Source: an optimization exercise on an open RTL-to-GDS flow (aim: small area and a short achievable clock period). Production flows keep margins and buffers that such runs may drop.
Where RTL was checked, it was by simulation tests only, not by an equivalence proof against the original.
No activity file was given, so power comes from the tool's default toggle rates.

north:
==> flow/design.v <==
module integral_image_engine #(
    parameter int IMG_W  = 160,
    parameter int IMG_H  = 120,
    parameter int PIX_W  = 4,
    parameter int SUM_W  = 20,
    parameter int ADDR_W = 15
) (
    input  logic              clk,
    input  logic              rst_n,
    input  logic              frame_start,
    input  logic              pix_valid,
    input  logic [PIX_W-1:0]  pix_data,
    input  logic [1:0]        mode,
    input  logic              arm,
    output logic              wr_en,
    output logic [ADDR_W-1:0] wr_addr,
    output logic [SUM_W-1:0]  wr_data,
    output logic              frame_done,
    output logic              busy,
    output logic              overflow
);
    localparam int XW = (IMG_W > 1) ? $clog2(IMG_W) : 1;
    localparam int YW = $clog2(IMG_H + 1);
    localparam int CW0 = $clog2(IMG_H * ((1 << PIX_W) - 1) + 1);
    localparam int CW  = (CW0 < SUM_W) ? CW0 : SUM_W;
    localparam int CHW = CW - PIX_W;
    localparam logic [XW-1:0] X_LAST = XW'(IMG_W - 1);
    localparam logic [YW-1:0] Y_LAST = YW'(IMG_H - 1);
    localparam logic [1:0] MODE_CONT   = 2'b00;
    localparam logic [1:0] MODE_SINGLE = 2'b01;
    logic [XW-1:0]     x;
    logic [YW-1:0]     y;
    logic              in_frame;
    logic              capture;
    logic              armed;
    logic              x_nz;        
    logic              y_nz;        
    logic [IMG_W*CW-1:0] sr;
    logic [CW-1:0]       tail;
    logic                pend;
    logic [CW-1:0]       above;
    logic [CW-1:0]       head_next;
    logic              decision;
    logic              cap_now;
    logic              accept;
    logic              x_first, y_first, x_last, y_last;
    logic              last_pix;
    logic              in_frame_next;
    logic [ADDR_W-1:0] cur_addr;
    logic [SUM_W-1:0]  base;       
    logic [SUM_W-1:0]  acc_q;      
    logic [ADDR_W-1:0] addr_q;     
    logic [SUM_W-1:0]  acc;        
    logic [SUM_W-1:0]  base16;     
    logic [SUM_W-1:0]  ii;
    logic [CHW-1:0]    above_hi_inc;
    logic [CW-1:0]     col_new;
    assign head_next = pend ? sr[3*CW-1:2*CW] : sr[2*CW-1:CW];
    logic [ADDR_W-1:0] addr_inc, addr_c;
    logic [XW-1:0]     x_inc, x_c;
    logic [YW-1:0]     y_inc, y_c;
    logic [CHW-1:0]    above_hi, above_c;
    logic [SUM_W-1:0]  b_op, b_g, b_p, b_c;         
    logic [SUM_W-1:0]  s_op, k_op, s_g, s_p, s_c;   
    localparam logic [SUM_W-1:0] K16 = SUM_W'(1 << PIX_W);
    integral_image_prefix #(.W(ADDR_W), .GW(1)) u_addr_c (
        .g(addr_q[0]), .p(addr_q), .c(addr_c));
    assign addr_inc = addr_q ^ {addr_c[ADDR_W-2:0], 1'b1};
    integral_image_prefix #(.W(XW), .GW(1)) u_x_c (
        .g(x[0]), .p(x), .c(x_c));
    assign x_inc = x ^ {x_c[XW-2:0], 1'b1};
    integral_image_prefix #(.W(YW), .GW(1)) u_y_c (
        .g(y[0]), .p(y), .c(y_c));
    assign y_inc = y ^ {y_c[YW-2:0], 1'b1};
    assign above_hi = above[CW-1:PIX_W];
    integral_image_prefix #(.W(CHW), .GW(1)) u_above_c (
        .g(above_hi[0]), .p(above_hi), .c(above_c));
    assign above_hi_inc = above_hi ^ {above_c[CHW-2:0], 1'b1};
    assign acc  = ~x_nz ? '0 : acc_q;
    assign b_op = SUM_W'(above);
    assign b_g  = acc & b_op;
    assign b_p  = acc ^ b_op;
    integral_image_prefix #(.W(SUM_W), .GW(CW)) u_base_c (
        .g(b_g[CW-1:0]), .p(b_p), .c(b_c));
    assign base = b_p ^ {b_c[SUM_W-2:0], 1'b0};
    assign s_op = acc ^ b_op ^ K16;
    assign k_op = ((acc & b_op) | ((acc | b_op) & K16)) << 1;
    assign s_g  = s_op & k_op;
    assign s_p  = s_op ^ k_op;
    integral_image_prefix #(.W(SUM_W), .GW(CW + 1)) u_base16_c (
        .g(s_g[CW:0]), .p(s_p), .c(s_c));
    assign base16 = s_p ^ {s_c[SUM_W-2:0], 1'b0};
    integral_image_pix_add #(.W(SUM_W), .PIX_W(PIX_W)) u_ii_add (
        .pix(pix_data), .restart(frame_start), .lo(base[PIX_W-1:0]),
        .hi(base[SUM_W-1:PIX_W]), .hi_inc(base16[SUM_W-1:PIX_W]), .sum(ii));
    integral_image_pix_add #(.W(CW), .PIX_W(PIX_W)) u_col_add (
        .pix(pix_data), .restart(frame_start), .lo(above[PIX_W-1:0]),
        .hi(above[CW-1:PIX_W]), .hi_inc(above_hi_inc), .sum(col_new));
    always_comb begin
        decision = 1'b0;
        case (mode)
            MODE_CONT:   decision = 1'b1;
            MODE_SINGLE: decision = armed | arm;
            default:     decision = 1'b0;
        endcase
        cap_now = frame_start ? decision : capture;
        accept  = pix_valid & (frame_start | in_frame);
        x_first  = ~x_nz;
        y_first  = ~y_nz;
        x_last   = (x == X_LAST);
        y_last   = (y == Y_LAST);
        last_pix = ~frame_start & x_last & y_last;
        if (accept) in_frame_next = ~last_pix;
        else        in_frame_next = frame_start | in_frame;
        cur_addr = (frame_start | (x_first & y_first)) ? '0 : addr_inc;
    end
    always_ff @(posedge clk) begin
        if (pend) begin
            sr <= {tail, sr[IMG_W*CW-1:CW]};
        end
        if (accept) begin
            tail   <= col_new;
            acc_q  <= ii;
            addr_q <= cur_addr;
        end
        if (frame_start) begin
            above <= '0;
        end else if (accept) begin
            above <= (y_first & ~x_last) ? '0 : head_next;
        end
    end
    always_ff @(posedge clk or negedge rst_n) begin
        if (!rst_n) begin
            x          <= '0;
            y          <= '0;
            x_nz       <= 1'b0;
            y_nz       <= 1'b0;
            in_frame   <= 1'b0;
            pend       <= 1'b0;
            capture    <= 1'b0;
            armed      <= 1'b0;
            wr_en      <= 1'b0;
            wr_addr    <= '0;
            wr_data    <= '0;
            frame_done <= 1'b0;
            busy       <= 1'b0;
            overflow   <= 1'b0;
        end else begin
            if (accept) begin
                wr_addr <= cur_addr;
                wr_data <= ii;
                if (frame_start) begin
                    x      <= (IMG_W > 1) ? XW'(1) : '0;
                    y      <= (IMG_W > 1) ? '0 : YW'(1);
                    x_nz   <= (IMG_W > 1);
                    y_nz   <= (IMG_W == 1);
                end else if (x_last) begin
                    x      <= '0;
                    y      <= y_inc;
                    x_nz   <= 1'b0;
                    y_nz   <= 1'b1;
                end else begin
                    x      <= x_inc;
                    x_nz   <= 1'b1;
                end
            end else if (frame_start) begin
                x      <= '0;
                y      <= '0;
                x_nz   <= 1'b0;
                y_nz   <= 1'b0;
            end
            in_frame   <= in_frame_next;
            pend       <= accept;
            capture    <= cap_now;
            wr_en      <= accept & cap_now;
            frame_done <= accept & cap_now & last_pix;
            busy       <= cap_now & in_frame_next;
            if (frame_start) begin
                overflow <= 1'b0;
            end else if (pix_valid && !in_frame) begin
                overflow <= 1'b1;
            end
            if (frame_start && (mode == MODE_SINGLE)) begin
                armed <= 1'b0;
            end else if (arm) begin
                armed <= 1'b1;
            end
        end
    end
endmodule
module integral_image_pix_add #(
    parameter int W     = 20,
    parameter int PIX_W = 4
) (
    input  logic [PIX_W-1:0] pix,
    input  logic             restart,
    input  logic [PIX_W-1:0] lo,
    input  logic [W-PIX_W-1:0] hi,
    input  logic [W-PIX_W-1:0] hi_inc,
    output logic [W-1:0]     sum
);
    logic [PIX_W-1:0] g, t;
    logic [PIX_W:0]   c;
    logic             term;
    always_comb begin
        g = lo & pix;
        t = lo ^ pix;
        c = '0;
        for (int i = 1; i <= PIX_W; i++) begin
            for (int j = 0; j < i; j++) begin
                term = g[j];
                for (int k = j + 1; k < i; k++) term = term & t[k];
                c[i] = c[i] | term;
            end
        end
        if (restart)
            sum = W'(pix);
        else
            sum = {c[PIX_W] ? hi_inc : hi, t ^ c[PIX_W-1:0]};
    end
endmodule
module integral_image_prefix #(
    parameter int W  = 20,
    parameter int GW = 20
) (
    input  logic [GW-1:0] g,
    input  logic [W-1:0]  p,
    output logic [W-1:0]  c
);
    logic [W-1:0] gg, pg;
    always_comb begin
        gg = W'(g);
        pg = p;
        for (int d = 1; d < W; d = d * 2) begin
            gg = gg | (pg & (gg << d));
            pg = pg & ((pg << d) | W'((1 << d) - 1));
        end
        c = gg;
    end
endmodule
export LEC_CHECK = 0
export ABC_CLOCK_PERIOD_IN_PS = 3000
export CAP_MARGIN = 20
export CORE_MARGIN = 2
export CORE_UTILIZATION = 55
export CTS_CLUSTER_DIAMETER = 80
export CTS_CLUSTER_SIZE = 30
export SLEW_MARGIN = 20
export SYNTH_HIERARCHICAL = 1
export SYNTH_MINIMUM_KEEP_SIZE = 0
create_clock -name core_clock -period 10.0 [get_ports {clk}]
standard.sh (not shown) runs the stock make flow with config.mk's settings and CLKGATE_MAP_FILE= SYNTH_SCRIPT=/design/flow/synth_recipe.tcl, a recipe that flattens the netlist after the stock synthesis.
==> flow/flow/run.sh <==
#!/bin/bash
# Standard ORFS layout; repair aims for a tighter setup target than the clock.
bash standard.sh SETUP_SLACK_MARGIN=6.8 MATCH_CELL_FOOTPRINT=0 finish > standard.log 2>&1
For west, these inputs were changed with respect to north:
-- flow/design.v --
<<< north, line 49
    logic [ADDR_W-1:0] cur_addr;
    logic [SUM_W-1:0]  base;       
    logic [SUM_W-1:0]  acc_q;      
    logic [ADDR_W-1:0] addr_q;     
    logic [SUM_W-1:0]  acc;        
    logic [SUM_W-1:0]  base16;     
>>> west, line 49
    logic [ADDR_W-1:0] cur_addr;
    logic [SUM_W-1:0]  base;       
    logic [SUM_W-1:0]  acc;        
    logic [SUM_W-1:0]  base16;     
<<< north, line 65
    localparam logic [SUM_W-1:0] K16 = SUM_W'(1 << PIX_W);
    integral_image_prefix #(.W(ADDR_W), .GW(1)) u_addr_c (
        .g(addr_q[0]), .p(addr_q), .c(addr_c));
    assign addr_inc = addr_q ^ {addr_c[ADDR_W-2:0], 1'b1};
    integral_image_prefix #(.W(XW), .GW(1)) u_x_c (
        .g(x[0]), .p(x), .c(x_c));
>>> west, line 63
    localparam logic [SUM_W-1:0] K16 = SUM_W'(1 << PIX_W);
    integral_image_prefix #(.W(ADDR_W), .GW(1)) u_addr_c (
        .g(wr_addr[0]), .p(wr_addr), .c(addr_c));
    assign addr_inc = wr_addr ^ {addr_c[ADDR_W-2:0], 1'b1};
    integral_image_prefix #(.W(XW), .GW(1)) u_x_c (
        .g(x[0]), .p(x), .c(x_c));
<<< north, line 77
        .g(above_hi[0]), .p(above_hi), .c(above_c));
    assign above_hi_inc = above_hi ^ {above_c[CHW-2:0], 1'b1};
    assign acc  = ~x_nz ? '0 : acc_q;
    assign b_op = SUM_W'(above);
    assign b_g  = acc & b_op;
>>> west, line 75
        .g(above_hi[0]), .p(above_hi), .c(above_c));
    assign above_hi_inc = above_hi ^ {above_c[CHW-2:0], 1'b1};
    assign acc  = ~x_nz ? '0 : wr_data;
    assign b_op = SUM_W'(above);
    assign b_g  = acc & b_op;
<<< north, line 120
        end
        if (accept) begin
            tail   <= col_new;
            acc_q  <= ii;
            addr_q <= cur_addr;
        end
        if (frame_start) begin
>>> west, line 118
        end
        if (accept) begin
            tail <= col_new;
        end
        if (frame_start) begin
<<< north, line 148
        end else begin
            if (accept) begin
                wr_addr <= cur_addr;
                wr_data <= ii;
                if (frame_start) begin
                    x      <= (IMG_W > 1) ? XW'(1) : '0;
>>> west, line 144
        end else begin
            if (accept) begin
                if (frame_start) begin
                    x      <= (IMG_W > 1) ? XW'(1) : '0;
<<< north, line 164
                    x_nz   <= 1'b1;
                end
            end else if (frame_start) begin
                x      <= '0;
>>> west, line 158
                    x_nz   <= 1'b1;
                end
                wr_addr <= cur_addr;
                wr_data <= ii;
            end else if (frame_start) begin
                x      <= '0;
==> comparison <==
Against north as the reference, west delivers a higher layout overhead on the synthesized area.
In west, the combinational power share came out 0.5 points below the value in north.
In west, global-route usage is higher than in north.
west — combinational power 21% lower, north as reference
Total placed cells including tap cells: west < north
The estimated power of west ends up lower than the estimate for north.
Function not checked in north: the RTL went through the layout flow alone.

## port drivers added, routing unchanged
The results above use ideal ports. As a check the final layouts listed here were re-extracted and re-timed, cells and wires unchanged.
Step 1 sets driving cells, clkbuf_16 on the clock port and buf_2 on the other inputs (assumed; they add their load-dependent delay and slew).
Step 2, shift: input delay + t, output delay - t, t = (earliest + latest rising clock arrival at the registers) / 2. This alone moves slack from input paths to output paths.
a / b / c = no drivers / after step 1 / after step 2; a / b = the first two.
run	t, ns	slack for setup (ns)	hold slack, ns	pins driven straight from the clock port
north	0.716	6.760 / 6.693 / 6.183	0.411 / 0.411 / 0.411	1
west	0.724	6.735 / 6.666 / 6.170	0.414 / 0.414 / 0.414	1
After both steps every run listed still meets setup and hold. For north, which loses most, drivers alone change the setup slack by -0.067 ns; drivers and shift together by -0.577 ns.
